Context: an optimization exercise on an open-source flow, tuned for small area and a short achievable clock period. The choices shown serve that exercise and are no tape-out recipe. In this exercise RTL edits were held to simulation tests only and were not proved equivalent to the original. No activity file was given, so power comes from the tool's default toggle rates.

==> config.mk <==
export PLATFORM = sky130hd
export DESIGN_NAME = fifo_net_top
export DESIGN_NICKNAME = fifo_net_top
export VERILOG_FILES = /design/flow/design.v
export SDC_FILE = /design/flow/constraint.sdc
export NUM_CORES = 4
export LEC_CHECK = 0
export CAP_MARGIN = 20
export CORE_MARGIN = 2
export CORE_UTILIZATION = 40
export CTS_CLUSTER_DIAMETER = 100
export CTS_CLUSTER_SIZE = 25
export SETUP_SLACK_MARGIN = 4.0
export SLEW_MARGIN = 20
==> constraint.sdc <==
create_clock -name core_clock -period 7.0 [get_ports {clk}]
set_input_delay 1.4000 -clock core_clock [delete_from_list [all_inputs] [get_ports {clk}]]
set_output_delay 1.4000 -clock core_clock [all_outputs]
set_load 0.01 [all_outputs]
==> design.v <==
`default_nettype none
package fifo_net_pkg;
    localparam int RX_W  = 64;               
    localparam int TX_W  = 32;               
    localparam int CTX_W = 2;                
    localparam logic [7:0] RX_MAGIC = 8'h77;    
    typedef enum logic [1:0] {
        RX_TLP  = 2'b00,
        RX_CFG  = 2'b01,                     
        RX_LOOP = 2'b10,
        RX_CMD  = 2'b11
    } rx_type_e;
    typedef enum logic [1:0] {
        SRC_NONE,
        SRC_TLP,
        SRC_LOOP,
        SRC_CMD
    } tx_src_e;
    localparam logic [15:0] RO_MAGIC = 16'hab89;
    localparam logic [15:0] RW_MAGIC = 16'hefcd;
    localparam int RO_BITS = 192;
    localparam int RW_BITS = 128;
    localparam int RO_OFS_MAGIC     = 'h00;
    localparam int RO_OFS_BYTECOUNT = 'h04;
    localparam int RO_OFS_VER_MAJOR = 'h08;
    localparam int RO_OFS_VER_MINOR = 'h09;
    localparam int RO_OFS_DEVICE_ID = 'h0A;
    localparam int RO_OFS_UPTIME    = 'h10;    
    localparam int RW_OFS_MAGIC          = 'h00;
    localparam int RW_OFS_BYTECOUNT      = 'h04;
    localparam int RW_OFS_SUBSYS_VEND_ID = 'h08;
    localparam int RW_OFS_VEND_ID        = 'h0A;
    localparam int RW_OFS_DEV_ID         = 'h0C;
    localparam int RW_OFS_REV_ID         = 'h0E;
    localparam logic [15:0] RW_DEF_SUBSYS_VEND_ID = 16'h10EE;
    localparam logic [15:0] RW_DEF_VEND_ID        = 16'h10EE;
    localparam logic [15:0] RW_DEF_DEV_ID         = 16'h0666;
    localparam logic [7:0]  RW_DEF_REV_ID         = 8'h02;
    localparam int CMD_READ_BIT  = 12;
    localparam int CMD_WRITE_BIT = 13;
    localparam int CMD_ADDR_LSB  = 16;       
    localparam int ADDR_RW_BIT   = 15;       
    localparam int ADDR_NOWR_BIT = 14;       
endpackage
`default_nettype wire
`default_nettype none
module sync_fifo #(
    parameter int WIDTH      = 34,
    parameter int DEPTH      = 16,
    parameter int AFULL      = 14,
    parameter bit NEVER_FULL = 1'b0      
) (
    input  wire              clk,
    input  wire              rst,
    input  wire              i_wr_en,       
    input  wire [WIDTH-1:0]  i_din,
    output logic             o_afull,       
    output logic [WIDTH-1:0] out_data,
    output logic             out_valid,
    input  wire              out_pop        
);
    localparam int PW = $clog2(DEPTH);
    localparam int CW = $clog2(DEPTH + 1);
    logic [WIDTH-1:0] mem [DEPTH];
    logic [PW-1:0]    wr_ptr;       
    logic [DEPTH-1:0] rd_oh;
    logic [CW-1:0]    total;        
    logic [CW-1:0]    remain;       
    logic             space;        
    logic             push;
    assign remain = total - {{(CW-1){1'b0}}, out_pop};
    assign space  = NEVER_FULL ? 1'b1 : ((total != DEPTH) | out_pop);
    assign push   = i_wr_en & space;
    always_comb
    begin
        out_data = '0;
        for (int i = 0; i < DEPTH; i++)
            out_data = out_data | (mem[i] & {WIDTH{rd_oh[i]}});
    end
    always_ff @(posedge clk)
    begin
        if (space)
            mem[wr_ptr] <= i_din;
    end
    always_ff @(posedge clk)
    begin
        if (rst)
        begin
            wr_ptr    <= '0;
            rd_oh     <= {{(DEPTH-1){1'b0}}, 1'b1};
            total     <= '0;
            out_valid <= 1'b0;
            o_afull   <= 1'b0;
        end
        else
        begin
            if (push)
                wr_ptr <= wr_ptr + 1'b1;
            if (out_pop)
                rd_oh <= {rd_oh[DEPTH-2:0], rd_oh[DEPTH-1]};
            total     <= remain + {{(CW-1){1'b0}}, push};
            out_valid <= (remain != '0);
            o_afull   <= (remain >= AFULL);
        end
    end
endmodule
module cmd_fifo #(
    parameter int WIDTH  = 40,              
    parameter int HWIDTH = 50,              
    parameter int DEPTH  = 16
) (
    input  wire               clk,
    input  wire               rst,
    input  wire               i_wr_en,      
    input  wire [WIDTH-1:0]   i_din,
    output logic [WIDTH-1:0]  o_slot_data,  
    input  wire [HWIDTH-1:0]  i_head_din,   
    output logic [HWIDTH-1:0] out_data,
    output logic             out_valid,
    input  wire              out_pop
);
    localparam int SLOTS = DEPTH - 1;
    localparam int PW    = $clog2(SLOTS);
    logic [WIDTH-1:0] mem [SLOTS];
    logic [PW-1:0]    wr_ptr;
    logic [SLOTS-1:0] rd_oh;
    logic [PW-1:0]    n_slots;      
    logic             slots_nz;
    logic             space;
    logic             push;
    logic             hload;
    logic [WIDTH-1:0] rd_data;
    assign hload = (~out_valid | out_pop) & slots_nz;
    assign space = (n_slots != PW'(SLOTS)) | out_pop;
    assign push  = i_wr_en & space;
    always_comb
    begin
        rd_data = '0;
        for (int i = 0; i < SLOTS; i++)
            rd_data = rd_data | (mem[i] & {WIDTH{rd_oh[i]}});
    end
    always_ff @(posedge clk)
    begin
        if (space)
            mem[wr_ptr] <= i_din;
    end
    assign o_slot_data = rd_data;
    always_ff @(posedge clk)
    begin
        if (hload)
            out_data <= i_head_din;
    end
    logic [PW-1:0] n_next;
    assign n_next = n_slots - PW'(hload) + PW'(push);
    always_ff @(posedge clk)
    begin
        if (rst)
        begin
            wr_ptr    <= '0;
            rd_oh     <= {{(SLOTS-1){1'b0}}, 1'b1};
            n_slots   <= '0;
            slots_nz  <= 1'b0;
            out_valid <= 1'b0;
        end
        else
        begin
            if (push)
                wr_ptr <= (wr_ptr == PW'(SLOTS - 1)) ? '0 : wr_ptr + 1'b1;
            if (hload)
                rd_oh <= {rd_oh[SLOTS-2:0], rd_oh[SLOTS-1]};
            n_slots   <= n_next;
            slots_nz  <= (n_next != '0);
            out_valid <= hload | (out_valid & ~out_pop);
        end
    end
endmodule
`default_nettype wire
`default_nettype none
module rx_router (
    input  wire                           clk,
    input  wire                           rst,
    input  wire  [fifo_net_pkg::RX_W-1:0] i_rx_data,
    input  wire                           i_rx_valid,
    output logic [fifo_net_pkg::TX_W-1:0] o_tlp_data,
    output logic                          o_tlp_last,
    output logic                          o_tlp_valid,
    output logic                          o_loop_hit,    
    output logic                          o_cmd_hit      
);
    logic accept;
    assign accept     = i_rx_valid & (i_rx_data[7:0] == fifo_net_pkg::RX_MAGIC);
    assign o_loop_hit = accept & (i_rx_data[9:8] == fifo_net_pkg::RX_LOOP);
    assign o_cmd_hit  = accept & (i_rx_data[9:8] == fifo_net_pkg::RX_CMD);
    always_ff @(posedge clk)
    begin
        if (rst)
            o_tlp_valid <= 1'b0;
        else
            o_tlp_valid <= accept & (i_rx_data[9:8] == fifo_net_pkg::RX_TLP);
    end
    always_ff @(posedge clk)
    begin
        o_tlp_data <= i_rx_data[63:32];
        o_tlp_last <= i_rx_data[10];
    end
endmodule
`default_nettype wire
`default_nettype none
module cmd_regfile #(
    parameter logic [7:0] DEVICE_ID     = 8'd0,
    parameter logic [7:0] VERSION_MAJOR = 8'd0,
    parameter logic [7:0] VERSION_MINOR = 8'd0,
    parameter int         FIFO_DEPTH    = 16
) (
    input  wire                           clk,
    input  wire                           rst,
    input  wire                           i_cmd_hit,     
    input  wire  [fifo_net_pkg::RX_W-1:0] i_rx_data,
    output logic [fifo_net_pkg::TX_W-1:0] resp_data,
    output logic                          resp_valid,
    input  wire                           resp_pop,
    output logic [15:0]                   o_subsys_vend_id,
    output logic [15:0]                   o_vend_id,
    output logic [15:0]                   o_dev_id,
    output logic [7:0]                    o_rev_id
);
    logic [39:0]  cmd_din;
    logic [39:0]  cmd_slot;
    logic [49:0]  cmd_head_din;
    logic [49:0]  cmd;
    logic         cmd_valid;
    logic         resp_afull;
    logic         pop;
    logic [15:0]  addr;
    logic [7:0]   val_lo, val_hi;      
    logic [7:0]   msk_lo, msk_hi;
    logic         is_read;
    logic         is_write;
    logic         is_up_write;
    logic         rw_in;               
    logic         ro_in;               
    logic [7:0]   rw_b  [16];
    logic [63:0]  uptime;
    logic [7:0]   rd_lo, rd_hi;
    logic         a0;
    logic [7:0]   v_ev, v_od;          
    logic [7:0]   m_ev, m_od;          
    logic [15:0] in_addr;
    logic        in_we;
    assign in_addr = i_rx_data[31:16];
    assign in_we   = i_rx_data[fifo_net_pkg::CMD_WRITE_BIT] & (in_addr[14:5] == '0)
                   & (in_addr[15] ? ~in_addr[4]
                                  : (in_addr[4:0] >= 5'h0F && in_addr[4:0] <= 5'h17));
    assign cmd_din = {in_we, i_rx_data[fifo_net_pkg::CMD_READ_BIT], in_addr[15], in_addr[4:0],
                      i_rx_data[63:42],
                      in_we ? i_rx_data[41:32] : in_addr[14:5]};
    assign cmd_head_din = {cmd_slot[39:38], cmd_slot[37],
                           cmd_slot[39] ? 10'd0 : cmd_slot[9:0],
                           cmd_slot[36:32], cmd_slot[31:0]};
    cmd_fifo #(.WIDTH(40), .HWIDTH(50), .DEPTH(FIFO_DEPTH)) u_cmd_fifo (
        .clk         (clk),
        .rst         (rst),
        .i_wr_en     (i_cmd_hit),
        .i_din       (cmd_din),
        .o_slot_data (cmd_slot),
        .i_head_din  (cmd_head_din),
        .out_data  (cmd),
        .out_valid (cmd_valid),
        .out_pop   (pop)
    );
    assign pop    = cmd_valid & ~resp_afull;
    assign addr   = cmd[47:32];
    assign val_lo = cmd[31:24];
    assign val_hi = cmd[23:16];
    assign msk_lo = cmd[15:8];
    assign msk_hi = cmd[7:0];
    assign a0     = addr[0];
    assign v_ev = a0 ? val_hi : val_lo;
    assign v_od = a0 ? val_lo : val_hi;
    assign m_ev = a0 ? msk_hi : msk_lo;
    assign m_od = a0 ? msk_lo : msk_hi;
    assign is_read     = pop & cmd[48];
    assign is_write    = pop & cmd[49] & addr[15];
    assign is_up_write = pop & cmd[49] & ~addr[15];
    assign rw_in       = (addr[14:4] == '0);
    assign ro_in       = (addr[14:5] == '0);
    logic [7:0] rw_ev [9];              
    logic [7:0] rw_od [8];
    logic [7:0] ro_ev [17];             
    logic [7:0] ro_od [16];
    logic [3:0] rw_ei;                  
    logic [4:0] ro_ei;
    logic [7:0] rd_ev, rd_od;
    always_comb
    begin
        for (int i = 0; i < 8; i++)
        begin
            rw_ev[i] = rw_b[2*i];
            rw_od[i] = rw_b[2*i + 1];
        end
        rw_ev[8] = 8'h00;
        for (int i = 0; i < 16; i++)
            ro_od[i] = 8'h00;
        for (int i = 0; i < 17; i++)
            ro_ev[i] = 8'h00;
        ro_ev[0] = fifo_net_pkg::RO_MAGIC[7:0];
        ro_od[0] = fifo_net_pkg::RO_MAGIC[15:8];
        ro_ev[2] = 8'(fifo_net_pkg::RO_BITS / 8);
        ro_ev[4] = VERSION_MAJOR;
        ro_od[4] = VERSION_MINOR;
        ro_ev[5] = DEVICE_ID;
        for (int i = 0; i < 4; i++)
        begin
            ro_ev[8 + i] = uptime[16*i +: 8];
            ro_od[8 + i] = uptime[16*i + 8 +: 8];
        end
    end
    assign rw_ei = {1'b0, addr[3:1]} + {3'b000, a0};
    assign ro_ei = {1'b0, addr[4:1]} + {4'b0000, a0};
    always_comb
    begin
        if (addr[15])
        begin
            rd_ev = rw_in ? rw_ev[rw_ei] : 8'h00;
            rd_od = rw_in ? rw_od[addr[3:1]] : 8'h00;
        end
        else
        begin
            rd_ev = ro_in ? ro_ev[ro_ei] : 8'h00;
            rd_od = ro_in ? ro_od[addr[4:1]] : 8'h00;
        end
    end
    assign rd_lo = a0 ? rd_od : rd_ev;
    assign rd_hi = a0 ? rd_ev : rd_od;
    for (genvar j = 0; j < 16; j++)
    begin : g_rw
        logic [7:0] init;
        logic       sel;                
        logic [7:0] m;
        logic [7:0] v;
        always_comb
        begin
            case (j)
                0:  init = fifo_net_pkg::RW_MAGIC[7:0];
                1:  init = fifo_net_pkg::RW_MAGIC[15:8];
                4:  init = 8'(fifo_net_pkg::RW_BITS / 8);
                8:  init = fifo_net_pkg::RW_DEF_SUBSYS_VEND_ID[7:0];
                9:  init = fifo_net_pkg::RW_DEF_SUBSYS_VEND_ID[15:8];
                10: init = fifo_net_pkg::RW_DEF_VEND_ID[7:0];
                11: init = fifo_net_pkg::RW_DEF_VEND_ID[15:8];
                12: init = fifo_net_pkg::RW_DEF_DEV_ID[7:0];
                13: init = fifo_net_pkg::RW_DEF_DEV_ID[15:8];
                14: init = fifo_net_pkg::RW_DEF_REV_ID;
                default: init = 8'h00;
            endcase
        end
        if (j % 2 == 1)
        begin : g_od
            assign sel = is_write & rw_in & (addr[3:1] == 3'(j / 2));
            assign m   = m_od;
            assign v   = v_od;
        end
        else if (j == 0)
        begin : g_ev0
            assign sel = is_write & rw_in & (addr[3:0] == 4'd0);
            assign m   = m_ev;
            assign v   = v_ev;
        end
        else
        begin : g_ev
            assign sel = is_write & rw_in & (addr[3:0] == 4'(j) || addr[3:0] == 4'(j - 1));
            assign m   = m_ev;
            assign v   = v_ev;
        end
        always_ff @(posedge clk)
        begin
            if (rst)
                rw_b[j] <= init;
            else
            begin
                for (int b = 0; b < 8; b++)
                    if (sel & m[b])
                        rw_b[j][b] <= v[b];
            end
        end
    end
    logic [63:0] up_mask;
    logic [63:0] up_val;
    for (genvar j = 0; j < 8; j++)
    begin : g_up
        logic sel;                      
        assign sel = is_up_write & ro_in
                   & (addr[4:0] == 5'(16 + j) || addr[4:0] == 5'(15 + j));
        assign up_mask[8*j +: 8] = sel ? ((j % 2 == 1) ? m_od : m_ev) : 8'h00;
        assign up_val[8*j +: 8]  = (j % 2 == 1) ? v_od : v_ev;
    end
    always_ff @(posedge clk)
    begin
        if (rst)
            uptime <= '0;
        else
            uptime <= ((uptime + 1'b1) & ~up_mask) | (up_val & up_mask);
    end
    logic [22:0] resp_entry;
    logic [22:0] resp_head;
    assign resp_entry = {ro_in, addr[15], addr[4:0], ro_in ? {rd_lo, rd_hi} : {6'd0, addr[14:5]}};
    sync_fifo #(.WIDTH(23), .DEPTH(FIFO_DEPTH), .AFULL(FIFO_DEPTH - 2), .NEVER_FULL(1'b1)) u_resp_fifo (
        .clk       (clk),
        .rst       (rst),
        .i_wr_en   (is_read),
        .i_din     (resp_entry),
        .o_afull   (resp_afull),
        .out_data  (resp_head),
        .out_valid (resp_valid),
        .out_pop   (resp_pop)
    );
    assign resp_data = {resp_head[21], resp_head[9:0] & {10{~resp_head[22]}}, resp_head[20:16],
                        resp_head[15:0] & {16{resp_head[22]}}};
    assign o_subsys_vend_id = {rw_b[9],  rw_b[8]};
    assign o_vend_id        = {rw_b[11], rw_b[10]};
    assign o_dev_id         = {rw_b[13], rw_b[12]};
    assign o_rev_id         = rw_b[14];
endmodule
`default_nettype wire
`default_nettype none
module tx_arbiter (
    input  wire         clk,
    input  wire         rst,
    input  wire  [31:0] tlp_data,
    input  wire         tlp_last,
    input  wire         tlp_valid,
    output logic        tlp_ready,
    input  wire  [31:0] loop_data,
    input  wire  [1:0]  loop_ctx,
    input  wire         loop_valid,
    output logic        loop_ready,
    input  wire  [31:0] resp_data,
    input  wire         resp_valid,
    output logic        resp_ready,
    output logic [31:0] o_tx_data,
    output logic [1:0]  o_tx_ctx,
    output logic        o_tx_valid,
    input  wire         i_tx_ready
);
    logic load_en;
    assign load_en    = ~o_tx_valid | i_tx_ready;
    assign tlp_ready  = load_en & tlp_valid;
    assign loop_ready = load_en & ~tlp_valid & loop_valid;
    assign resp_ready = load_en & ~tlp_valid & ~loop_valid & resp_valid;
    always_ff @(posedge clk)
    begin
        if (rst)
            o_tx_valid <= 1'b0;
        else if (load_en)
            o_tx_valid <= tlp_valid | loop_valid | resp_valid;
    end
    always_ff @(posedge clk)
    begin
        if (load_en)
        begin
            if (tlp_valid)
            begin
                o_tx_data <= tlp_data;
                o_tx_ctx  <= {1'b0, tlp_last};
            end
            else if (loop_valid)
            begin
                o_tx_data <= loop_data;
                o_tx_ctx  <= loop_ctx;
            end
            else
            begin
                o_tx_data <= resp_data;
                o_tx_ctx  <= 2'b00;
            end
        end
    end
endmodule
`default_nettype wire
`default_nettype none
module fifo_net_top #(
    parameter logic [7:0] DEVICE_ID     = 8'd0,
    parameter logic [7:0] VERSION_MAJOR = 8'd0,
    parameter logic [7:0] VERSION_MINOR = 8'd0,
    parameter int         FIFO_DEPTH    = 16
) (
    input  wire         clk,
    input  wire         rst,
    input  wire  [63:0] i_rx_data,
    input  wire         i_rx_valid,
    output logic [31:0] o_tlp_data,
    output logic        o_tlp_last,
    output logic        o_tlp_valid,
    input  wire  [31:0] i_tlp_in_data,
    input  wire         i_tlp_in_last,
    input  wire         i_tlp_in_valid,
    output logic        o_tlp_in_ready,
    output logic [31:0] o_tx_data,
    output logic [1:0]  o_tx_ctx,
    output logic        o_tx_valid,
    input  wire         i_tx_ready,
    output logic [15:0] o_subsys_vend_id,
    output logic [15:0] o_vend_id,
    output logic [15:0] o_dev_id,
    output logic [7:0]  o_rev_id
);
    logic        loop_hit;
    logic        cmd_hit;
    logic [33:0] loop_word;
    logic        loop_valid;
    logic        loop_pop;
    logic [31:0] resp_data;
    logic        resp_valid;
    logic        resp_pop;
    rx_router u_rx_router (
        .clk         (clk),
        .rst         (rst),
        .i_rx_data   (i_rx_data),
        .i_rx_valid  (i_rx_valid),
        .o_tlp_data  (o_tlp_data),
        .o_tlp_last  (o_tlp_last),
        .o_tlp_valid (o_tlp_valid),
        .o_loop_hit  (loop_hit),
        .o_cmd_hit   (cmd_hit)
    );
    sync_fifo #(.WIDTH(34), .DEPTH(FIFO_DEPTH)) u_loop_fifo (
        .clk       (clk),
        .rst       (rst),
        .i_wr_en   (loop_hit),
        .i_din     ({i_rx_data[11:10], i_rx_data[63:32]}),
        .o_afull   (),
        .out_data  (loop_word),
        .out_valid (loop_valid),
        .out_pop   (loop_pop)
    );
    cmd_regfile #(
        .DEVICE_ID     (DEVICE_ID),
        .VERSION_MAJOR (VERSION_MAJOR),
        .VERSION_MINOR (VERSION_MINOR),
        .FIFO_DEPTH    (FIFO_DEPTH)
    ) u_cmd_regfile (
        .clk              (clk),
        .rst              (rst),
        .i_cmd_hit        (cmd_hit),
        .i_rx_data        (i_rx_data),
        .resp_data        (resp_data),
        .resp_valid       (resp_valid),
        .resp_pop         (resp_pop),
        .o_subsys_vend_id (o_subsys_vend_id),
        .o_vend_id        (o_vend_id),
        .o_dev_id         (o_dev_id),
        .o_rev_id         (o_rev_id)
    );
    tx_arbiter u_tx_arbiter (
        .clk        (clk),
        .rst        (rst),
        .tlp_data   (i_tlp_in_data),
        .tlp_last   (i_tlp_in_last),
        .tlp_valid  (i_tlp_in_valid),
        .tlp_ready  (o_tlp_in_ready),
        .loop_data  (loop_word[31:0]),
        .loop_ctx   (loop_word[33:32]),
        .loop_valid (loop_valid),
        .loop_ready (loop_pop),
        .resp_data  (resp_data),
        .resp_valid (resp_valid),
        .resp_ready (resp_pop),
        .o_tx_data  (o_tx_data),
        .o_tx_ctx   (o_tx_ctx),
        .o_tx_valid (o_tx_valid),
        .i_tx_ready (i_tx_ready)
    );
endmodule
`default_nettype wire
==> run.sh <==
#!/bin/bash
# synth_recipe.tcl (not shown) runs the flow's synth.tcl, then flattens the netlist and writes it again
# the make line also repeats each setting of config.mk as NAME=value (left out here)
make -C /OpenROAD-flow-scripts/flow DESIGN_CONFIG=/design/flow/config.mk WORK_HOME=/design/flow/orfs CLKGATE_MAP_FILE= SYNTH_SCRIPT=/design/flow/synth_recipe.tcl finish
==> impl_results.md, run 1 <==
- Total GRT Usage: 0.2407
- Worst Setup End Kind: output pin
- Row count: 156
- Fin. Hold Viols: 0
- Mapped Avg Cell Area: 15.33 um2
- Critical path depth in cells: 6
- Clock latency (worst-skew pair): 760 ps
- Status: complete, no violations
- Clock transition at path regs: 100 ps
- Slowest-stage cell, CP: nor2b_4
- Synth Register Bits: 1901
- Worst EP arrival: 2190 ps
- Cells after synthesis: 4739
- Initial Util: 0.4023
- Final nets: 5128
- Post-DP Area: 0.07833 mm2
- Clock sinks: 1901
- CP Buf/Inv Count: 4
- LEAKAGE: 26.35 nW
- Fin Clk Skew: 47.08 ps
- CP startpoint kind: input pin
- Maximum vdd drop: 0.3092 mV
- CP top delay family: buffers and inverters
- Max-Cap Viols: 0
- Sw Ratio: 0.3131
- Hold Path End: u_cmd_regfile.rw_b[6][3]
- Max Freq: 278.3 MHz
- PwrDens: 310.3 mW/mm2
- Routed wire length per instance: 31.32 um
- Final ANT Viol Nets: 0
- Pwr Total: 25.70 mW
- Sequential share of power: 0.519
- Drt via density: 6.179
- Ys Warns: 11
- Relative slew slack: 0.1509
- Most frequent cells in the layout: edfxtp_1 (1596), a22oi_1 (366), nand2_1 (289), dfxtp_1 (245), buf_4 (188)
- Pin count of the biggest net entering global routing: 107
- Post-route cell area: 0.08281 mm2
- Clock Tree Buf Depth: 3
- Layout cells sized above 1: 0.1389
- 1st-iter DRT viols: 5999
- Clk pwr share: 0.234
- Synth-to-layout area growth: 14.00%
- Reg2reg setup slack: 3760 ps
- Initial antenna violation count: 8
- Placeable Area: 0.1805 mm2
- Via count: 45980
- Finish-stage setup viols: 0
- CP max FO: 2
- CTS tree: built
- Main synth FF type: edfxtp_1
- TritonCTS buffer count: 87
- FF-to-FF End: u_cmd_regfile.u_resp_fifo.mem[7][11]
- GPL Wtd Cong: 0.9055
- Die Area: 0.1850 mm2
- Gr ovfl total: 0
- Final-report max-slew violation count: 0
- Die Ht: 430.1 um
- Post-synth EDFFs: 1596
- Place WS: 2129 ps
- DR DRC count: 0
- Netlist cell types: 79
- Worst Hold Launch: u_cmd_regfile.rw_b[6][3]
- Vias in the first global route: 43280
- Crit path time final: 3593 ps
- P_sw: 8.046 mW
- # IOs: 228
- Reg-to-Reg Start: u_cmd_regfile.u_cmd_fifo.out_data[33]
- Slew @ Worst Pin: 1269 ps
- Setup ws final: 3407 ps
- CTS HTree Levels: 3
- Final Cycle Share: 0.5133
- Commonest non-fill, non-tap cell in the layout: edfxtp_1
- Port buffer count: 225
- Die W: 430.1 um
- Internal power: 17.65 mW
- Slowest stage delay, CP: 160 ps
- Critical Path RT: 5600 ps
- CTS root buf: clkbuf_16
- TritonRoute pass-1 iters: 6
- Hpwl dp: 130.4 mm
- Post-synthesis cell area: 0.07264 mm2
- Hold/Removal Path Class: register to register
- First-pass GRT wire length: 322.3 mm
- Post-route setup TNS: 0 ps
- Setup CP Type: input pin to output pin
- Combinational power share: 0.247
- Worst r2r path cells: 13
- Syn nets: 4870
- Worst setup path startpoint: i_tx_ready
- Hold depth: 2
- Async SR Flop Fraction: 0
- Cell Chain, Critical Path: buf_8 > nor2b_4 > clkinvlp_4 > buf_12 > and2_4 > buf_6
- RSZ-0062 raised after global routing: yes
- Sequential area share after synthesis: 0.7438
- Routed wire length: 233.1 mm
-- timing repair --
action	in CTS	in global routing
resized for setup	294	85
setup endpoints to repair	1040	548
pin swaps	31	30
hold buffers	0	0
gates cloned	9	7
setup buffers	44	47
-- metrics by stage --
stage	utilization	hold slack, ps	std cells
6_report	0.4586	479.0	7441
5_1_grt	0.4586	489.8	7439
4_1_cts	0.4533	477.9	7381
3_5_place_dp	0.4338	452.0	7169
3_3_place_gp	0.4338	439.5	7169
2_1_floorplan	-	432.3	4739
-- final cells by class --
| type | count | area (um2) |
|---|---|---|
| repair inverters | 1 | 5.005 |
| well taps | 2370 | 2965 |
| flip-flops and latches | 1901 | 54120 |
| inverters | 62 | 295.3 |
| diodes | 4 | 10.01 |
| multi-input cells | 2479 | 18330 |
| fillers | 15670 | 97740 |
| clock inverters | 7 | 91.34 |
| clock buffers | 152 | 2506 |
| repair buffers | 465 | 4483 |
-- state kept, by name, indices dropped and copies added (netlist names), 4 cells and up --
register and flops:
u_cmd_regfile.u_resp_fifo.rd_oh 16, u_cmd_regfile.u_resp_fifo.mem 368, u_cmd_regfile.u_cmd_fifo.rd_oh 15, u_cmd_regfile.u_cmd_fifo.mem 600, u_loop_fifo.mem 544, u_cmd_regfile.u_resp_fifo.total 5, u_cmd_regfile.u_cmd_fifo.out_data 50, u_loop_fifo.total 5
u_tx_arbiter.o_tx_data 32, u_cmd_regfile.u_resp_fifo.wr_ptr 4, u_loop_fifo.rd_oh 16, u_cmd_regfile.u_cmd_fifo.wr_ptr 4, u_cmd_regfile.rw_b 128, u_loop_fifo.wr_ptr 4, u_cmd_regfile.u_cmd_fifo.n_slots 4, u_cmd_regfile.uptime 64
u_rx_router.o_tlp_data 32
-- worst max-delay path by stage --
stage | end | slack (ps)
final | o_tlp_in_ready | 3410
after CTS | o_tlp_in_ready | 3430
after detailed placement | u_loop_fifo.total[4] | 2130
after global routing | o_tlp_in_ready | 3380
after global placement | u_loop_fifo.total[4] | 2100
after floorplan | u_loop_fifo.total[4] | 3030
-- worst reg2reg max path, stage by stage, from the launching register on --
cell and delay (ps):
edfxtp_1 450, buf_4 170, buf_12 120, clkinv_8 70, ha_4 220, buf_12 130
or4_4 510, o31a_1 160, nand2_4 90, buf_4 140, a21oi_2 50, o211ai_1 410
buf_4 270, o211a_4 270
-- power groups by stage --
stage / clock network, mW / logic, mW / registers (mW)
floorplan: 0 / 2.76 / 13.5
global placement: 0 / 4.93 / 13.6
detailed placement: 0 / 4.97 / 13.6
CTS: 6.06 / 5.64 / 13.3
global route: 6.41 / 6.52 / 13.4
finish: 6.01 / 6.35 / 13.3
-- cells by family after synthesis --
kind of cell	share of synthesized area
adder cells (fa/ha/maj)	0.005099
AND/OR/NAND/NOR	0.06814
XOR/XNOR	0.009646
AO/OA/AOI/OAI	0.1258
buffers and inverters	0.01952
flip-flops	0.7438
multiplexers	0.02794
-- cell usage after synthesis, types with 13 or more instances --
library cell  number  share of area
xor2_1            21         0.0025
nor4_1            24         0.0021
inv_1             57         0.0029
buf_2             17         0.0012
a211oi_1          20         0.0021
a21oi_1          163          0.011
xnor2_1           59         0.0071
a311oi_1          23         0.0028
o21ai_0          140         0.0096
and2_1            26         0.0022
or3_1             16         0.0014
a221oi_1         183          0.022
nor2_1           167         0.0086
buf_1             44         0.0023
clkbuf_1         237          0.012
nand3_1          174          0.012
nand2_1          297          0.015
mux4_2            25         0.0078
nor2b_1           27         0.0023
a22o_1           168          0.020
o221ai_1          26         0.0031
mux2_2            45         0.0070
nand4_1           81         0.0070
nand2b_1          13         0.0011
nor3_1            26         0.0018
a222oi_1          40         0.0055
a22oi_1          373          0.039
ha_1              28         0.0048
dfxtp_1          305          0.084
mux2i_1           88          0.012
edfxtp_1        1596           0.66
and3_1            56         0.0048
-- metal layers --
| metal | vias up | track usage | wire length (um) |
|---|---|---|---|
| li1 | 19490 | - | - |
| met1 | 23760 | 0.3246 | 92580 |
| met2 | 2367 | 0.4004 | 112500 |
| met3 | 365 | 0.03279 | 18680 |
| met4 | 4 | 0.08243 | 9302 |
| met5 | - | 0 | 26 |
==> run 2: changes to the inputs <==
--- a/config.mk
+++ b/config.mk
@@ -8,7 +8,7 @@
 export CAP_MARGIN = 20
 export CORE_MARGIN = 2
-export CORE_UTILIZATION = 40
+export CORE_UTILIZATION = 60
 export CTS_CLUSTER_DIAMETER = 100
-export CTS_CLUSTER_SIZE = 25
+export CTS_CLUSTER_SIZE = 20
 export SETUP_SLACK_MARGIN = 4.0
 export SLEW_MARGIN = 20
==> run 2 against run 1 <==
  * Worst hold slack worse by 11 ps
  * Combinational power down 6.3%
  * Core utilization up 22 points
  * Routed wire length down 4.8%
  * Fmax up 0.39%
  * Critical path type unchanged
  * Clock skew down 9.6 ps
  * Die area down 33%
  * Final cell count down 10%
  * First-iteration DRC count up 18%
==> impl_results.md, run 2 <==
- Pin count of the biggest net entering global routing: 87 (was 107)
- Post-synthesis cell area: 0.07264 mm2 (unchanged)
- Final Cycle Share: 0.5113 (was 0.5133)
- Status: complete, no violations (unchanged)
- CTS root buf: clkbuf_16 (unchanged)
- PwrDens: 315.1 mW/mm2 (was 310.3 mW/mm2)
- CTS tree: built (unchanged)
- Clock Tree Buf Depth: 3 (unchanged)
- Top-count cell post-synth: edfxtp_1 (unchanged)
- Relative slew slack: 0.2441 (was 0.1509)
- Post-DP Area: 0.07728 mm2 (was 0.07833 mm2)
- Cell count after placement: 6399 (was 7169)
- Hpwl dp: 119.3 mm (was 130.4 mm)
- Drt via density: 6.960 (was 6.179)
- CTS HTree Levels: 3 (unchanged)
- First-pass GRT wire length: 312.0 mm (was 322.3 mm)
- Register area: 0.05410 mm2 (was 0.05412 mm2)
- Biggest register: u_cmd_regfile.u_cmd_fifo.mem (unchanged)
- Sequential area share after synthesis: 0.7438 (unchanged)
- Fillers: 8357 (was 15670)
- Layout cells sized above 1: 0.1311 (was 0.1389)
- 1st-iter DRT viols: 7059 (was 5999)
- Placeable Area: 0.1200 mm2 (was 0.1805 mm2)
- Syn nets: 4870 (unchanged)
- Main synth FF type: edfxtp_1 (unchanged)
- TritonRoute pass-1 iters: 8 (was 6)
- Slowest-stage cell, CP: nor2b_4 (unchanged)
- Routed wire length per instance: 33.17 um (was 31.32 um)
- Most frequent cells in the layout: edfxtp_1 (1596), a22oi_1 (367), nand2_1 (289), dfxtp_1 (259), a221oi_1 (183) (was edfxtp_1 (1596), a22oi_1 (366), nand2_1 (289), dfxtp_1 (245), buf_4 (188))
- Synth top area share: 0.6598 (unchanged)
- GPL Wtd Cong: 0.9360 (was 0.9055)
- # IOs: 228 (unchanged)
- Gr ovfl total: 0 (unchanged)
- Routed wire length: 221.9 mm (was 233.1 mm)
- Post-layout util: 0.6823 (was 0.4586)
- Final nets: 5112 (was 5128)
- Die Area: 0.1239 mm2 (was 0.1850 mm2)
- Die Ht: 351.9 um (was 430.1 um)
- Fin. Hold Viols: 0 (unchanged)
- Post-route setup TNS: 0 ps (unchanged)
- Hold/Removal Path Class: register to register (unchanged)
- Synth Register Bits: 1901 (unchanged)
- Worst Setup End Kind: output pin (unchanged)
- Max Freq: 279.4 MHz (was 278.3 MHz)
- Synth-to-layout area growth: 12.68% (was 14.00%)
- CP startpoint kind: input pin (unchanged)
- Cell taking the most area after synthesis: edfxtp_1 (unchanged)
- Crit path time final: 3579 ps (was 3593 ps)
- RSZ-0062 raised after global routing: yes (unchanged)
- Clock sinks: 1901 (unchanged)
- Synth cell count leaders: edfxtp_1 (1596), a22oi_1 (373), dfxtp_1 (305) (unchanged)
- Cell Chain, Critical Path: buf_6 > nor2b_4 > clkinvlp_4 > and2_4 > buf_6 (was buf_8 > nor2b_4 > clkinvlp_4 > buf_12 > and2_4 > buf_6)
- Most frequent cell on the critical path: buf_6
- Port buffer count: 225 (unchanged)
- Largest register FFs: 600 (unchanged)
- Mapped Avg Cell Area: 15.33 um2 (unchanged)
- Ys Warns: 11 (unchanged)
- DR DRC count: 0 (unchanged)
- Clock latency (worst-skew pair): 780 ps (was 760 ps)
- Initial Util: 0.6055 (was 0.4023)
- Max-Cap Viols: 0 (unchanged)
- Row count: 127 (was 156)
- Commonest non-fill, non-tap cell in the layout: edfxtp_1 (unchanged)
- Finish-stage setup viols: 0 (unchanged)
- CP max FO: 2 (unchanged)
- Final ANT Viol Nets: 0 (unchanged)
- Initial antenna violation count: 8 (unchanged)
- Fin Clk Skew: 37.46 ps (was 47.08 ps)
- Layout Cells excl Fill: 6689 (was 7441)
- Final-report max-slew violation count: 0 (unchanged)
- Critical Path RT: 5600 ps (about the same)
- Async SR Flop Fraction: 0 (unchanged)
- Vias in the first global route: 43470 (was 43280)
- Biggest regs: u_cmd_regfile.u_cmd_fifo.mem (600), u_loop_fifo.mem (544), u_cmd_regfile.u_resp_fifo.mem (368) (unchanged)
- Die W: 351.9 um (was 430.1 um)
- Synth area leaders: edfxtp_1 (66%), dfxtp_1 (8.4%), a22oi_1 (3.9%), a221oi_1 (2.2%), a22o_1 (2.0%) (unchanged)
- Via count: 46550 (was 45980)
- Post-route cell area: 0.08185 mm2 (was 0.08281 mm2)
- Area occupied by multi-input gates: 0.01837 mm2 (was 0.01833 mm2)
- Clock transition at path regs: 80 ps (was 100 ps)
- Cells after synthesis: 4739 (unchanged)
- Netlist cell types: 79 (unchanged)
- Maximum vdd drop: 0.2552 mV (was 0.3092 mV)
- Slowest stage delay, CP: 220 ps (was 160 ps)
- TritonCTS buffer count: 105 (was 87)
- Slew @ Worst Pin: 1122 ps (was 1269 ps)
- Post-synth EDFFs: 1596 (unchanged)
- LEAKAGE: 26.40 nW (was 26.35 nW)
- Total GRT Usage: 0.3485 (was 0.2407)
- Worst EP arrival: 2180 ps (was 2190 ps)
- Setup CP Type: input pin to output pin (unchanged)
[run 2: cell counts after synthesis]
Identical to the previous run, type by type.
[run 2: kinds of logic (layout without fill, tap and decap cells)]
group	count (synthesis)	in the layout	share of synthesized area
muxes	161	161	0.02794
adders and majority gates	29	29	0.005099
AOI/OAI and AO/OA	1231	1236	0.1258
xor gates and xnor gates	80	80	0.009646
DFF	1901	1901	0.7438
and+or+nand+nor	973	974	0.06814
other	0	6	0
buffers and inverters	364	690	0.01952
[run 2: path summary, 6_finish.rpt]
check | from | slack [ps] | endpoint | cells after the start
worst min-delay path | u_cmd_regfile.u_cmd_fifo.rd_oh[12] | 470 | u_cmd_regfile.u_cmd_fifo.rd_oh[12] | 2
worst max-delay path | i_tx_ready | 3420 | o_tlp_in_ready | 5
worst min register to register | u_cmd_regfile.u_cmd_fifo.rd_oh[12] | 470 | u_cmd_regfile.u_cmd_fifo.rd_oh[12] | 2
worst max register to register | u_cmd_regfile.u_cmd_fifo.out_data[33] | 3870 | u_cmd_regfile.u_resp_fifo.mem[13][15] | 14
[run 2: power breakdown]
| part | internal [mW] | total [mW] | leakage [nW] | switching, mW |
|---|---|---|---|---|
| Combinational | 1.93 | 5.95 | 7.76 | 4.02 |
| Sequential | 13.0 | 13.3 | 17.2 | 0.323 |
| Clock | 2.91 | 6.52 | 1.47 | 3.61 |
[run 2: layout make-up]
class	count	share of cell area
Sequential cell	1901	0.6610
Timing Repair inverter	1	0.00006114
Multi-Input combinational cell	2480	0.2244
Antenna cell	6	0.0001834
Clock buffer	190	0.03638
Inverter	62	0.003608
Timing Repair Buffer	430	0.04812
Tap cell	1612	0.02464
Clock inverter	7	0.001636
[run 2: what timing repair did]
item / 4_1_cts / 5_1_grt
resized for setup: 285 / 80
cloned: 7 / 4
buffers inserted: 52 / 24
pin swaps: 36 / 24
endpoints found under the setup margin: 687 / 561
hold buffers: 0 / 0
[run 2: stage by stage]
stage	power, mW	worst slack [ps]	hold WS [ps]
6_report	25.79	3421	468.2
5_1_grt	26.39	3430	502.4
4_1_cts	25.32	3438	461.8
3_5_place_dp	18.39	2250	446.4
3_3_place_gp	18.33	2257	440.0
2_1_floorplan	16.26	3034	432.3
[run 2: per-layer routing]
layer,up-vias,wire length [um],global-route usage
met2,2999,102800,0.5425
met4,2,6894,0.1001
met3,362,24790,0.06269
met1,23700,87350,0.5091
met5,-,14,0
li1,19490,-,-
[run 2: worst max-delay path: cells and delay by family]
| family | cells | cell delay [ps] |
|---|---|---|
| AND/OR/NAND/NOR | 2 | 390 |
| buffers and inverters | 3 | 380 |
==> run 3: changes to the inputs <==
--- a/design.v
+++ b/design.v
@@ -444,5 +444,6 @@
 );
     logic load_en;
-    assign load_en    = ~o_tx_valid | i_tx_ready;
+    logic tx_idle;          
+    assign load_en    = tx_idle | i_tx_ready;
     assign tlp_ready  = load_en & tlp_valid;
     assign loop_ready = load_en & ~tlp_valid & loop_valid;
@@ -451,7 +452,13 @@
     begin
         if (rst)
+        begin
             o_tx_valid <= 1'b0;
+            tx_idle    <= 1'b1;
+        end
         else if (load_en)
+        begin
             o_tx_valid <= tlp_valid | loop_valid | resp_valid;
+            tx_idle    <= ~(tlp_valid | loop_valid | resp_valid);
+        end
     end
     always_ff @(posedge clk)
==> run 3 against run 2 <==
  * Still clean on timing, DRC and antenna
  * Critical path type unchanged
  * Power up 3.1%
  * Die area hardly changed
  * Largest power group unchanged
  * First-iteration DRC count is 6.0% higher
  * Critical path depth fell by 1
  * Fmax is 7.9% higher
==> impl_results.md, run 3 <==
- Fin. Hold Viols: 0 (unchanged)
- Initial antenna violation count: 14 (was 8)
- Synth top area share: 0.6600 (was 0.6598)
- Initial Util: 0.6053 (was 0.6055)
- Worst r2r path cells: 13 (was 14)
- Combinational power share: 0.251 (was 0.231)
- Row count: 127 (unchanged)
- Hold depth: 2 (unchanged)
- Routed wire length: 230.2 mm (was 221.9 mm)
- Clock latency (worst-skew pair): 750 ps (was 780 ps)
- Setup ws final: 3683 ps (was 3421 ps)
- Pin count of the biggest net entering global routing: 89 (was 87)
- Fin Clk Skew: 49.40 ps (was 37.46 ps)
- PwrDens: 321.3 mW/mm2 (was 315.1 mW/mm2)
- Async SR Flop Fraction: 0 (unchanged)
- Post-synth EDFFs: 1596 (unchanged)
- Worst EP arrival: 1920 ps (was 2180 ps)
- Max-Cap Viols: 0 (unchanged)
- Sequential share of power: 0.504 (was 0.516)
- Synth cell count leaders: edfxtp_1 (1596), a22oi_1 (368), dfxtp_1 (306) (was edfxtp_1 (1596), a22oi_1 (373), dfxtp_1 (305))
- Hpwl dp: 122.7 mm (was 119.3 mm)
- Clock Tree Buf Depth: 3 (unchanged)
- Final nets: 5173 (was 5112)
- Final-report max-slew violation count: 0 (unchanged)
- Final Hold Slack: 468.0 ps (was 468.2 ps)
- Netlist cell types: 86 (was 79)
- Crit path time final: 3317 ps (was 3579 ps)
- Routed wire length per instance: 34.15 um (was 33.17 um)
- Setup CP Type: input pin to output pin (unchanged)
- Clock sinks: 1902 (was 1901)
- Relative slew slack: 0.2085 (was 0.2441)
- Die W: 351.9 um (about the same)
- Die Area: 0.1238 mm2 (was 0.1239 mm2)
- Post-DP Area: 0.07728 mm2 (about the same)
- Cells after synthesis: 4753 (was 4739)
- Sequential area share after synthesis: 0.7443 (was 0.7438)
- CTS HTree Levels: 3 (unchanged)
- Critical Path RT: 5600 ps (about the same)
- Hold buffers post-CTS: 0 (unchanged)
- DR DRC count: 0 (unchanged)
- Post-route setup TNS: 0 ps (unchanged)
- Synth area leaders: edfxtp_1 (66%), dfxtp_1 (8.4%), a22oi_1 (3.8%), a221oi_1 (2.1%), a22o_1 (2.1%) (was edfxtp_1 (66%), dfxtp_1 (8.4%), a22oi_1 (3.9%), a221oi_1 (2.2%), a22o_1 (2.0%))
- Sw Ratio: 0.3163 (was 0.3085)
- Cell taking the most area after synthesis: edfxtp_1 (unchanged)
- Reg2reg setup slack: 3840 ps (was 3870 ps)
- CP max FO: 2 (unchanged)
- Final Cycle Share: 0.4739 (was 0.5113)
- Status: complete, no violations (unchanged)
- Layout cells sized above 1: 0.1455 (was 0.1311)
- Ys Warns: 11 (unchanged)
- Vias in the first global route: 44340 (was 43470)
- Worst Hold Launch: u_cmd_regfile.u_cmd_fifo.rd_oh[9] (was u_cmd_regfile.u_cmd_fifo.rd_oh[12])
- Syn nets: 4884 (was 4870)
- First-pass GRT wire length: 321.8 mm (was 312.0 mm)
- 1st-iter DRT viols: 7480 (was 7059)
- Gr ovfl total: 0 (unchanged)
- CTS root buf: clkbuf_16 (unchanged)
- Most frequent cells in the layout: edfxtp_1 (1596), a22oi_1 (364), dfxtp_1 (246), a21oi_1 (220), nand2_1 (203) (was edfxtp_1 (1596), a22oi_1 (367), nand2_1 (289), dfxtp_1 (259), a221oi_1 (183))
- Max Freq: 301.4 MHz (was 279.4 MHz)
- Final ANT Viol Nets: 0 (unchanged)
- RSZ-0062 raised after global routing: yes (unchanged)
- CP startpoint kind: input pin (unchanged)
- Die Ht: 351.9 um (about the same)
- Drt via density: 7.085 (was 6.960)
- Via count: 47780 (was 46550)
- Reg-to-Reg Start: u_cmd_regfile.u_cmd_fifo.out_data[33] (unchanged)
- Mapped Avg Cell Area: 15.28 um2 (was 15.33 um2)
- Synth Register Bits: 1902 (was 1901)
- Top-count cell post-synth: edfxtp_1 (unchanged)
- TritonRoute pass-1 iters: 8 (unchanged)
- Placeable Area: 0.1200 mm2 (unchanged)
- Maximum vdd drop: 0.2444 mV (was 0.2552 mV)
- Post-route cell area: 0.08273 mm2 (was 0.08185 mm2)
- Biggest regs: u_cmd_regfile.u_cmd_fifo.mem (600), u_loop_fifo.mem (544), u_cmd_regfile.u_resp_fifo.mem (368) (unchanged)
- Slew @ Worst Pin: 1154 ps (was 1122 ps)
- Post-synthesis cell area: 0.07262 mm2 (was 0.07264 mm2)
- Hold Path End: u_cmd_regfile.u_cmd_fifo.rd_oh[10] (was u_cmd_regfile.u_cmd_fifo.rd_oh[12])
- P_sw: 8.406 mW (was 7.955 mW)
- Worst Setup End Kind: output pin (unchanged)
- Port buffer count: 225 (unchanged)
- FF-to-FF End: u_cmd_regfile.u_resp_fifo.mem[0][7] (was u_cmd_regfile.u_resp_fifo.mem[13][15])
- Total GRT Usage: 0.3663 (was 0.3485)
- Clock transition at path regs: 80 ps (about the same)
- Clk pwr share: 0.245 (was 0.253)
- TritonCTS buffer count: 105 (unchanged)
- Hold/Removal Path Class: register to register (unchanged)
- Synth-to-layout area growth: 13.92% (was 12.68%)
- CTS tree: built (unchanged)
- Biggest register: u_cmd_regfile.u_cmd_fifo.mem (unchanged)
- # IOs: 228 (unchanged)
- Post-layout util: 0.6896 (was 0.6823)
- Internal power: 18.17 mW (was 17.83 mW)
- GPL Wtd Cong: 0.9373 (was 0.9360)
- Finish-stage setup viols: 0 (unchanged)
- LEAKAGE: 26.40 nW (about the same)
- Commonest non-fill, non-tap cell in the layout: edfxtp_1 (unchanged)
- Main synth FF type: edfxtp_1 (unchanged)
- Largest register FFs: 600 (unchanged)
- Place WS: 2083 ps (was 2250 ps)
run 3: cell count changes after synthesis, sizes merged, moves of 26 or more:
cell    change
o21ai      +38
mux2i      -40
a21oi      +61
a311oi     +43
nor3       +26
nor2       -30
nand2      -87
run 3: layout make-up:
class                           instances  area, um2
Antenna cell                            3      7.507
Clock buffer                          185       2949
Clock inverter                          8      138.9
Fill cell                            8180      37240
Inverter                               43      217.7
Multi-Input combinational cell       2501      18620
Sequential cell                      1902      54140
Tap cell                             1612       2017
Timing Repair Buffer                  487       4622
Timing Repair inverter                  2      10.01
run 3: timing repair:
item	CTS	global route
gates resized for setup	319	83
setup endpoints to repair	1299	563
setup buffers	91	46
cloned	11	4
endpoints found under the hold margin	0	0
pin swaps	55	48
run 3: power groups by stage:
stage | sequential (mW) | combinational (mW) | clock (mW)
floorplan | 13.5 | 2.91 | 0
global placement | 13.6 | 4.98 | 0
detailed placement | 13.7 | 5.05 | 0
CTS | 13.4 | 5.98 | 6.54
global route | 13.4 | 6.82 | 6.92
finish | 13.4 | 6.67 | 6.51
run 3: worst max-delay path by stage:
| stage | startpoint | endpoint | slack (ps) | cells after the start |
|---|---|---|---|---|
| after floorplan | i_tlp_in_valid | u_loop_fifo.mem[12][0] | 2960 | 5 |
| after global placement | i_rx_data[3] | u_cmd_regfile.u_cmd_fifo.slots_nz | 2100 | 11 |
| after detailed placement | i_rx_data[6] | u_cmd_regfile.u_cmd_fifo.slots_nz | 2080 | 12 |
| after CTS | i_tx_ready | o_tlp_in_ready | 3700 | 4 |
| after global routing | i_rx_data[3] | u_cmd_regfile.u_cmd_fifo.slots_nz | 3670 | 12 |
| final | i_tx_ready | o_tlp_in_ready | 3680 | 4 |
run 3: logic make-up after synthesis:
group,Yosys count,share of synthesized area
XOR/XNOR,81,0.009769
AO/OA/AOI/OAI,1357,0.1365
adder cells (fa/ha/maj),29,0.005100
AND/OR/NAND/NOR,915,0.06578
buffers and inverters,357,0.01876
flip-flops,1902,0.7443
multiplexers,112,0.01980
run 3: through the flow:
step / total power, mW / cells
6_report: 26.58 / 6743
4_1_cts: 25.90 / 6690
5_1_grt: 27.17 / 6741
3_3_place_gp: 18.62 / 6392
3_5_place_dp: 18.70 / 6395
2_1_floorplan: 16.44 / 4753
run 3: critical path, cell delays in order:
cell and delay [ps]:
buf_6 90, nor2_4 200, nor2b_4 90, buf_6 130
run 3: routing by layer:
metal,share of wire,vias to the layer above,GRT usage
li1,-,19780,-
met1,0.38,24280,0.5249
met2,0.46,3230,0.5677
met3,0.11,470,0.06408
met4,0.042,12,0.1378
met5,0.00032,-,0
==> run 4: changes to the inputs <==
--- a/design.v
+++ b/design.v
@@ -80,5 +80,5 @@
     always_ff @(posedge clk)
     begin
-        if (space)
+        if (NEVER_FULL ? i_wr_en : space)
             mem[wr_ptr] <= i_din;
     end
@@ -96,5 +96,5 @@
         begin
             if (push)
-                wr_ptr <= wr_ptr + 1'b1;
+                wr_ptr <= (wr_ptr == PW'(DEPTH - 1)) ? '0 : wr_ptr + 1'b1;
             if (out_pop)
                 rd_oh <= {rd_oh[DEPTH-2:0], rd_oh[DEPTH-1]};
@@ -405,5 +405,5 @@
     logic [22:0] resp_head;
     assign resp_entry = {ro_in, addr[15], addr[4:0], ro_in ? {rd_lo, rd_hi} : {6'd0, addr[14:5]}};
-    sync_fifo #(.WIDTH(23), .DEPTH(FIFO_DEPTH), .AFULL(FIFO_DEPTH - 2), .NEVER_FULL(1'b1)) u_resp_fifo (
+    sync_fifo #(.WIDTH(23), .DEPTH(FIFO_DEPTH - 1), .AFULL(FIFO_DEPTH - 2), .NEVER_FULL(1'b1)) u_resp_fifo (
         .clk       (clk),
         .rst       (rst),
==> run 4 against run 3 <==
  * Register-to-register slack got worse by 20 ps
  * Clock power is 0.9% lower
  * Setup slack worse by 48 ps
  * Largest power group unchanged
  * Final cell count rose by 0.90%
  * Design area fell by 0.25%
  * Area after synthesis shrank 0.96%
  * Flip-flop and latch count is 25 lower
  * Count of clock-buffer cells in the layout down 2
  * Routed wire length increased by 0.43%
  * Largest cell class unchanged
  * Still clean
  * Critical path type is now input pin to register
==> impl_results.md, run 4 <==
- Routed wire length: 231.2 mm (was 230.2 mm)
- Commonest non-fill, non-tap cell in the layout: edfxtp_1 (unchanged)
- Biggest regs: u_cmd_regfile.u_cmd_fifo.mem (600), u_loop_fifo.mem (544), u_cmd_regfile.u_resp_fifo.mem (345) (was u_cmd_regfile.u_cmd_fifo.mem (600), u_loop_fifo.mem (544), u_cmd_regfile.u_resp_fifo.mem (368))
- Crit path time final: 3365 ps (was 3317 ps)
- Final Cycle Share: 0.4807 (was 0.4739)
- Mapped Avg Cell Area: 15.01 um2 (was 15.28 um2)
- Worst EP arrival: 3950 ps (was 1920 ps)
- Pin count of the biggest net entering global routing: 99 (was 89)
- # IOs: 228 (unchanged)
- Die Area: 0.1227 mm2 (was 0.1238 mm2)
- Ys Warns: 11 (unchanged)
- Slew @ Worst Pin: 1228 ps (was 1154 ps)
- Compound-Gate Fraction of Synth Area: 0.1321 (was 0.1365)
- Syn nets: 4919 (was 4884)
- Row count: 127 (unchanged)
- Pwr Total: 25.97 mW (was 26.58 mW)
- Sequential share of power: 0.501 (was 0.504)
- Final-report max-slew violation count: 0 (unchanged)
- Xor/xnor share of the synthesized area: 0.009255 (was 0.009769)
- CTS tree: built (unchanged)
- Post-route setup TNS: 0 ps (unchanged)
- Relative slew slack: 0.1577 (was 0.2085)
- Synth Register Bits: 1877 (was 1902)
- Final nets: 5228 (was 5173)
- Cell taking the most area after synthesis: edfxtp_1 (unchanged)
- TritonRoute pass-1 iters: 8 (unchanged)
- Gr ovfl total: 0 (unchanged)
- Clock Tree Buf Depth: 3 (unchanged)
- Worst Setup End Kind: register (was output pin)
- Max-Cap Viols: 0 (unchanged)
- Placeable Area: 0.1193 mm2 (was 0.1200 mm2)
- Die Ht: 350.2 um (was 351.9 um)
- Routed wire length per instance: 33.98 um (was 34.15 um)
- Largest register FFs: 600 (unchanged)
- RSZ-0062 raised after global routing: yes (unchanged)
- Post-layout util: 0.6915 (was 0.6896)
- Clock transition at path regs: 80 ps (about the same)
- Port buffer count: 225 (unchanged)
- Total GRT Usage: 0.3664 (was 0.3663)
- Netlist cell types: 87 (was 86)
- Biggest register: u_cmd_regfile.u_cmd_fifo.mem (unchanged)
- Drt via density: 7.019 (was 7.085)
- Clock latency (worst-skew pair): 750 ps (about the same)
- Place WS: 2201 ps (was 2083 ps)
- Clock sinks: 1877 (was 1902)
- LEAKAGE: 26.39 nW (was 26.40 nW)
- Proportion of synthesized area in mux cells: 0.02046 (was 0.01980)
- CP max FO: 2 (unchanged)
- CTS root buf: clkbuf_16 (unchanged)
- Fin Clk Skew: 42.22 ps (was 49.40 ps)
- CTS HTree Levels: 3 (unchanged)
- Main synth FF type: edfxtp_1 (unchanged)
- Synth-to-layout area growth: 14.74% (was 13.92%)
- TritonCTS buffer count: 104 (was 105)
- Fin. Hold Viols: 0 (unchanged)
- Synth Area in Simple Gates: 0.07288 (was 0.06578)
- GPL Wtd Cong: 0.9995 (was 0.9373)
- Die W: 350.2 um (was 351.9 um)
- Hold buffers post-CTS: 0 (unchanged)
- Initial Util: 0.6027 (was 0.6053)
- DR DRC count: 0 (unchanged)
- Finish-stage setup viols: 0 (unchanged)
- CP startpoint kind: input pin (unchanged)
- Max Freq: 297.2 MHz (was 301.4 MHz)
- P_sw: 8.129 mW (was 8.406 mW)
- Post-synthesis cell area: 0.07192 mm2 (was 0.07262 mm2)
- Maximum vdd drop: 0.2675 mV (was 0.2444 mV)
- Hold/Removal Path Class: register to register (unchanged)
- Cells after synthesis: 4792 (was 4753)
- Setup CP Type: input pin to register (was input pin to output pin)
- Final ANT Viol Nets: 0 (unchanged)
- Synth cell count leaders: edfxtp_1 (1573), a22oi_1 (416), dfxtp_1 (304) (was edfxtp_1 (1596), a22oi_1 (368), dfxtp_1 (306))
- Initial antenna violation count: 17 (was 14)
- Most frequent cells in the layout: edfxtp_1 (1573), a22oi_1 (414), dfxtp_1 (258), nand2_1 (238), a21oi_1 (230) (was edfxtp_1 (1596), a22oi_1 (364), dfxtp_1 (246), a21oi_1 (220), nand2_1 (203))
- Top-count cell post-synth: edfxtp_1 (unchanged)
- Critical Path RT: 7580 ps (was 5600 ps)
- 1st-iter DRT viols: 7729 (was 7480)
- Status: complete, no violations (unchanged)
- Via count: 47760 (was 47780)
- Fillers: 8173 (was 8180)
- Async SR Flop Fraction: 0 (unchanged)
- Setup ws final: 3635 ps (was 3683 ps)
- Adder-cell area share of the yosys netlist: 0.004454 (was 0.005100)
- Post-synth EDFFs: 1573 (was 1596)
- Main combinational cell family by area after synthesis: compound AO/OA/AOI/OAI gates (unchanged)
- Clk pwr share: 0.249 (was 0.245)
- PwrDens: 314.7 mW/mm2 (was 321.3 mW/mm2)
- Internal power: 17.84 mW (was 18.17 mW)
- Sw Ratio: 0.3130 (was 0.3163)
- Vias in the first global route: 43880 (was 44340)
- Synth top area share: 0.6568 (was 0.6600)
- Synth area leaders: edfxtp_1 (66%), dfxtp_1 (8.5%), a22oi_1 (4.3%), a21oi_1 (1.7%), a221oi_1 (1.5%) (was edfxtp_1 (66%), dfxtp_1 (8.4%), a22oi_1 (3.8%), a221oi_1 (2.1%), a22o_1 (2.1%))
- First-pass GRT wire length: 319.5 mm (was 321.8 mm)
- Combinational power share: 0.251 (about the same)
- Hpwl dp: 123.2 mm (was 122.7 mm)
- Layout cells sized above 1: 0.1541 (was 0.1455)
- Sequential area share after synthesis: 0.7414 (was 0.7443)
[run 4: kinds of logic after synthesis]
| kind of cell | count (synthesis) |
|---|---|
| XOR/XNOR | 76 |
| adder cells (fa/ha/maj) | 25 |
| AO/OA/AOI/OAI | 1319 |
| buffers and inverters | 346 |
| AND/OR/NAND/NOR | 1019 |
| flip-flops | 1877 |
| multiplexers | 130 |
[run 4: repair_timing]
action / 4_1_cts / 5_1_grt
setup buffers: 99 / 42
gates cloned: 14 / 8
hold endpoints to repair: 0 / 0
pin swaps: 46 / 41
resized for setup: 304 / 113
setup endpoints to repair: 1284 / 758
[run 4: worst paths after layout]
path | end | start | depth (start not counted) | slack, ps
max | u_cmd_regfile.u_cmd_fifo.slots_nz | i_rx_data[7] | 13 | 3640
max reg2reg | u_cmd_regfile.u_resp_fifo.mem[0][7] | u_cmd_regfile.u_cmd_fifo.out_data[33] | 16 | 3820
min reg2reg | u_cmd_regfile.u_cmd_fifo.out_valid | u_cmd_regfile.u_cmd_fifo.slots_nz | 2 | 470
min | u_cmd_regfile.u_cmd_fifo.out_valid | u_cmd_regfile.u_cmd_fifo.slots_nz | 2 | 470
[run 4: power by group through the flow]
stage	Combinational, mW	Clock (mW)	Sequential, mW
floorplan	2.82	0	13.2
global placement	4.83	0	13.2
detailed placement	4.85	0	13.3
CTS	5.62	6.47	13.0
global route	6.68	6.81	13.0
finish	6.51	6.45	13.0
[run 4: final cells by class]
| cell class | count | area, um2 | area share |
|---|---|---|---|
| clock buffer | 183 | 2920 | 0.03539 |
| inverter | 33 | 178.9 | 0.002168 |
| sequential | 1877 | 53380 | 0.6469 |
| timing repair inverter | 1 | 5.005 | 0.00006065 |
| timing repair buffer | 500 | 5009 | 0.06069 |
| multi-input combinational | 2584 | 18860 | 0.2285 |
| tap | 1612 | 2017 | 0.02444 |
| antenna | 6 | 15.01 | 0.0001819 |
| clock inverter | 8 | 135.1 | 0.001638 |
[run 4: per-stage QoR]
stage	cells	hold WS (ps)	instance area, um2
floorplan	4792	436.6	72750
global placement	6444	445.4	76710
detailed placement	6444	455.5	76700
CTS	6748	474.8	81420
global route	6800	490.4	82510
finish	6804	471.1	82520
[run 4: worst max-delay path: stages]
cell	delay, ps
buf_6	90
nand4b_1	200
nor4_4	180
nand2_2	190
nor3b_4	250
inv_2	80
ha_4	250
inv_4	50
ha_4	120
inv_2	30
fa_2	530
nor2_2	40
or4_1	540
[run 4: per-layer routing]
metal	vias up	wire [um]	GRT usage
li1	19830	-	-
met1	24150	89230	0.5328
met2	3311	105000	0.5620
met3	455	28060	0.07788
met4	8	8878	0.1104
met5	-	55	0
==> run 5: changes to the inputs <==
--- a/design.v
+++ b/design.v
@@ -227,6 +227,5 @@
     logic [39:0]  cmd_din;
     logic [39:0]  cmd_slot;
-    logic [49:0]  cmd_head_din;
-    logic [49:0]  cmd;
+    logic [39:0]  cmd;
     logic         cmd_valid;
     logic         resp_afull;
@@ -255,8 +254,5 @@
                       i_rx_data[63:42],
                       in_we ? i_rx_data[41:32] : in_addr[14:5]};
-    assign cmd_head_din = {cmd_slot[39:38], cmd_slot[37],
-                           cmd_slot[39] ? 10'd0 : cmd_slot[9:0],
-                           cmd_slot[36:32], cmd_slot[31:0]};
-    cmd_fifo #(.WIDTH(40), .HWIDTH(50), .DEPTH(FIFO_DEPTH)) u_cmd_fifo (
+    cmd_fifo #(.WIDTH(40), .HWIDTH(40), .DEPTH(FIFO_DEPTH)) u_cmd_fifo (
         .clk         (clk),
         .rst         (rst),
@@ -264,5 +260,5 @@
         .i_din       (cmd_din),
         .o_slot_data (cmd_slot),
-        .i_head_din  (cmd_head_din),
+        .i_head_din  (cmd_slot),
         .out_data  (cmd),
         .out_valid (cmd_valid),
@@ -270,5 +266,5 @@
     );
     assign pop    = cmd_valid & ~resp_afull;
-    assign addr   = cmd[47:32];
+    assign addr   = {cmd[37], cmd[39] ? 10'd0 : cmd[9:0], cmd[36:32]};
     assign val_lo = cmd[31:24];
     assign val_hi = cmd[23:16];
@@ -280,7 +276,7 @@
     assign m_ev = a0 ? msk_hi : msk_lo;
     assign m_od = a0 ? msk_lo : msk_hi;
-    assign is_read     = pop & cmd[48];
-    assign is_write    = pop & cmd[49] & addr[15];
-    assign is_up_write = pop & cmd[49] & ~addr[15];
+    assign is_read     = pop & cmd[38];
+    assign is_write    = pop & cmd[39] & addr[15];
+    assign is_up_write = pop & cmd[39] & ~addr[15];
     assign rw_in       = (addr[14:4] == '0);
     assign ro_in       = (addr[14:5] == '0);
@@ -446,5 +442,5 @@
     logic tx_idle;          
     assign load_en    = tx_idle | i_tx_ready;
-    assign tlp_ready  = load_en & tlp_valid;
+    assign tlp_ready  = tlp_valid & (~o_tx_valid | i_tx_ready);
     assign loop_ready = load_en & ~tlp_valid & loop_valid;
     assign resp_ready = load_en & ~tlp_valid & ~loop_valid & resp_valid;
==> run 5 against run 4 <==
  * Still clean
  * Area after synthesis shrank 0.63%
  * Count of clock-buffer cells in the layout unchanged
  * Final cell count fell by 0.65%
  * Clock skew up 12 ps
  * Fmax rose by 2.8%
  * Global-route usage is 1.2 points lower
  * First-iteration DRC count fell by 5.4%
  * Largest cell class unchanged
  * Largest power group unchanged
  * Highest routed layer unchanged
==> impl_results.md, run 5 <==
- Clock latency (worst-skew pair): 760 ps (was 750 ps)
- Drt via density: 6.982 (was 7.019)
- DR DRC count: 0 (unchanged)
- Via count: 47200 (was 47760)
- Most frequent cell on the critical path: buf_12
- Biggest register: u_cmd_regfile.u_cmd_fifo.mem (unchanged)
- Placeable Area: 0.1181 mm2 (was 0.1193 mm2)
- Clock Tree Buf Depth: 3 (unchanged)
- Max Freq: 305.4 MHz (was 297.2 MHz)
- Fin. Hold Viols: 0 (unchanged)
- Final nets: 5261 (was 5228)
- Cell Chain, Critical Path: buf_12 > buf_12 > a21boi_4 > buf_2 (was buf_6 > nand4b_1 > nor4_4 > nand2_2 > nor3b_4 > inv_2 > ha_4 > inv_4 > ha_4 > inv_2 > fa_2 > nor2_2 > or4_1)
- CP max FO: 2 (unchanged)
- Maximum vdd drop: 0.2638 mV (was 0.2675 mV)
- Initial Util: 0.6052 (was 0.6027)
- Final Cycle Share: 0.4677 (was 0.4807)
- Area occupied by multi-input gates: 0.01856 mm2 (was 0.01886 mm2)
- Slew @ Worst Pin: 1182 ps (was 1228 ps)
- Initial antenna violation count: 13 (was 17)
- Total GRT Usage: 0.3544 (was 0.3664)
- First-pass GRT wire length: 310.1 mm (was 319.5 mm)
- Cells after synthesis: 4846 (was 4792)
- Die Ht: 349.1 um (was 350.2 um)
- Mapped Avg Cell Area: 14.75 um2 (was 15.01 um2)
- Hold/Removal Path Class: register to register (unchanged)
- Cell taking the most area after synthesis: edfxtp_1 (unchanged)
- Synth area leaders: edfxtp_1 (66%), dfxtp_1 (8.5%), a22oi_1 (4.4%), nand2_1 (1.8%), a221oi_1 (1.6%) (was edfxtp_1 (66%), dfxtp_1 (8.5%), a22oi_1 (4.3%), a21oi_1 (1.7%), a221oi_1 (1.5%))
- Max-Cap Viols: 0 (unchanged)
- Synth top area share: 0.6567 (was 0.6568)
- Internal power: 18.09 mW (was 17.84 mW)
- Netlist cell types: 90 (was 87)
- Layout cells sized above 1: 0.1450 (was 0.1541)
- Row count: 126 (was 127)
- Post-synth EDFFs: 1563 (was 1573)
- CP startpoint kind: input pin (unchanged)
- Async SR Flop Fraction: 0 (unchanged)
- TritonRoute pass-1 iters: 9 (was 8)
- Sw Ratio: 0.3107 (was 0.3130)
- Worst Setup End Kind: output pin (was register)
- Status: complete, no violations (unchanged)
- Port buffer count: 225 (unchanged)
- Sequential area share after synthesis: 0.7419 (was 0.7414)
- Synth cell count leaders: edfxtp_1 (1563), a22oi_1 (419), nand2_1 (348) (was edfxtp_1 (1573), a22oi_1 (416), dfxtp_1 (304))
- # IOs: 228 (unchanged)
- Reg-to-Reg Start: u_cmd_regfile.u_cmd_fifo.out_data[32] (was u_cmd_regfile.u_cmd_fifo.out_data[33])
- Register area: 0.05310 mm2 (was 0.05338 mm2)
- Clock transition at path regs: 80 ps (about the same)
- Place WS: 2280 ps (was 2201 ps)
- CTS tree: built (unchanged)
- PwrDens: 320.9 mW/mm2 (was 314.7 mW/mm2)
- Vias in the first global route: 43560 (was 43880)
- Gr ovfl total: 0 (unchanged)
- Die W: 349.1 um (was 350.2 um)
- 1st-iter DRT viols: 7308 (was 7729)
- Crit path time final: 3274 ps (was 3365 ps)
- LEAKAGE: 26.19 nW (was 26.39 nW)
- Fillers: 8021 (was 8173)
- Fin Clk Skew: 53.88 ps (was 42.22 ps)
- Sequential share of power: 0.496 (was 0.501)
- Combinational power share: 0.260 (was 0.251)
- Routed wire length per instance: 32.87 um (was 33.98 um)
- Main synth FF type: edfxtp_1 (unchanged)
- Top-count cell post-synth: edfxtp_1 (unchanged)
- Finish-stage setup viols: 0 (unchanged)
- Clk pwr share: 0.244 (was 0.249)
- CTS root buf: clkbuf_16 (unchanged)
- Die Area: 0.1219 mm2 (was 0.1227 mm2)
- Setup ws final: 3726 ps (was 3635 ps)
- Biggest regs: u_cmd_regfile.u_cmd_fifo.mem (600), u_loop_fifo.mem (544), u_cmd_regfile.u_resp_fifo.mem (345) (unchanged)
- Relative slew slack: 0.1897 (was 0.1577)
- Largest register FFs: 600 (unchanged)
run 5: changes by cell type in the layout (fill, tap and decap cells not counted), sizes merged, moves of 23 or more:
cell and change:
a211oi +24, a21oi -50, a311oi -38, mux2i -23, nand2 +99, nand3 -42, nor2 +69, nor3 +24
run 5: critical path: cells and delay by family:
family          cells  cell delay (ps)
compound gates      1              120
buf+inv             3              350
run 5: metrics by stage:
step	power [mW]	hold slack, ps	instance area [um2]	cells
after floorplan	15.97	436.5	72140	4846
after global placement	17.92	443.4	76070	6409
after detailed placement	17.98	452.7	76090	6410
after CTS	25.41	466.4	80790	6696
after global routing	26.83	478.4	81770	6758
final	26.24	459.2	81770	6760
run 5: final cells by class:
class / count / area share
diodes: 3 / 0.00009180
clock buffers: 183 / 0.03519
clock inverters: 9 / 0.002050
inverters: 37 / 0.002280
multi-input cells: 2623 / 0.2270
flip-flops and latches: 1867 / 0.6494
well taps: 1536 / 0.02350
repair buffers: 501 / 0.06045
repair inverters: 1 / 0.00006120
run 5: worst paths after layout:
check | endpoint | depth (start not counted)
worst max register to register | u_cmd_regfile.u_resp_fifo.mem[10][6] | 12
worst min register to register | u_cmd_regfile.u_cmd_fifo.rd_oh[6] | 2
worst max-delay path | o_tlp_in_ready | 4
worst min-delay path | u_cmd_regfile.u_cmd_fifo.rd_oh[6] | 2
run 5: cell families (layout without fill, tap and decap cells):
kind of cell,count (synthesis),count (layout),synth area share
compound gates,1260,1261,0.1287
buf+inv,361,731,0.01987
other cells,0,3,0
xor+xnor,72,72,0.008824
simple gates,1150,1154,0.07842
flops,1867,1867,0.7419
mux,111,111,0.01784
fa+ha+maj,25,25,0.004482
run 5: what timing repair did:
item,CTS,global route
cloned,13,5
setup endpoints to repair,938,530
resized for setup,313,94
hold buffers,0,0
buffers inserted,81,53
pin swaps,50,42
run 5: power groups by stage:
stage	sequential (mW)	combinational, mW	clock (mW)
floorplan	13.2	2.76	0
global placement	13.3	4.63	0
detailed placement	13.3	4.67	0
CTS	13.0	5.96	6.44
global route	13.0	6.96	6.82
finish	13.0	6.81	6.41
run 5: routing by layer:
layer | part of all wire | track usage | vias up
li1 | - | - | 19830
met1 | 0.39 | 0.5200 | 23730
met2 | 0.46 | 0.5467 | 3171
met3 | 0.12 | 0.06100 | 464
met4 | 0.037 | 0.1105 | 2
met5 | 0.000059 | 0 | -

Setup slack of run 5, layout unchanged: 3.726 ns with ideal ports, 3.675 ns with driving cells assumed (clock clkbuf_16, inputs buf_2), 3.099 ns with port delays also shifted by the 0.807 ns mid clock arrival.
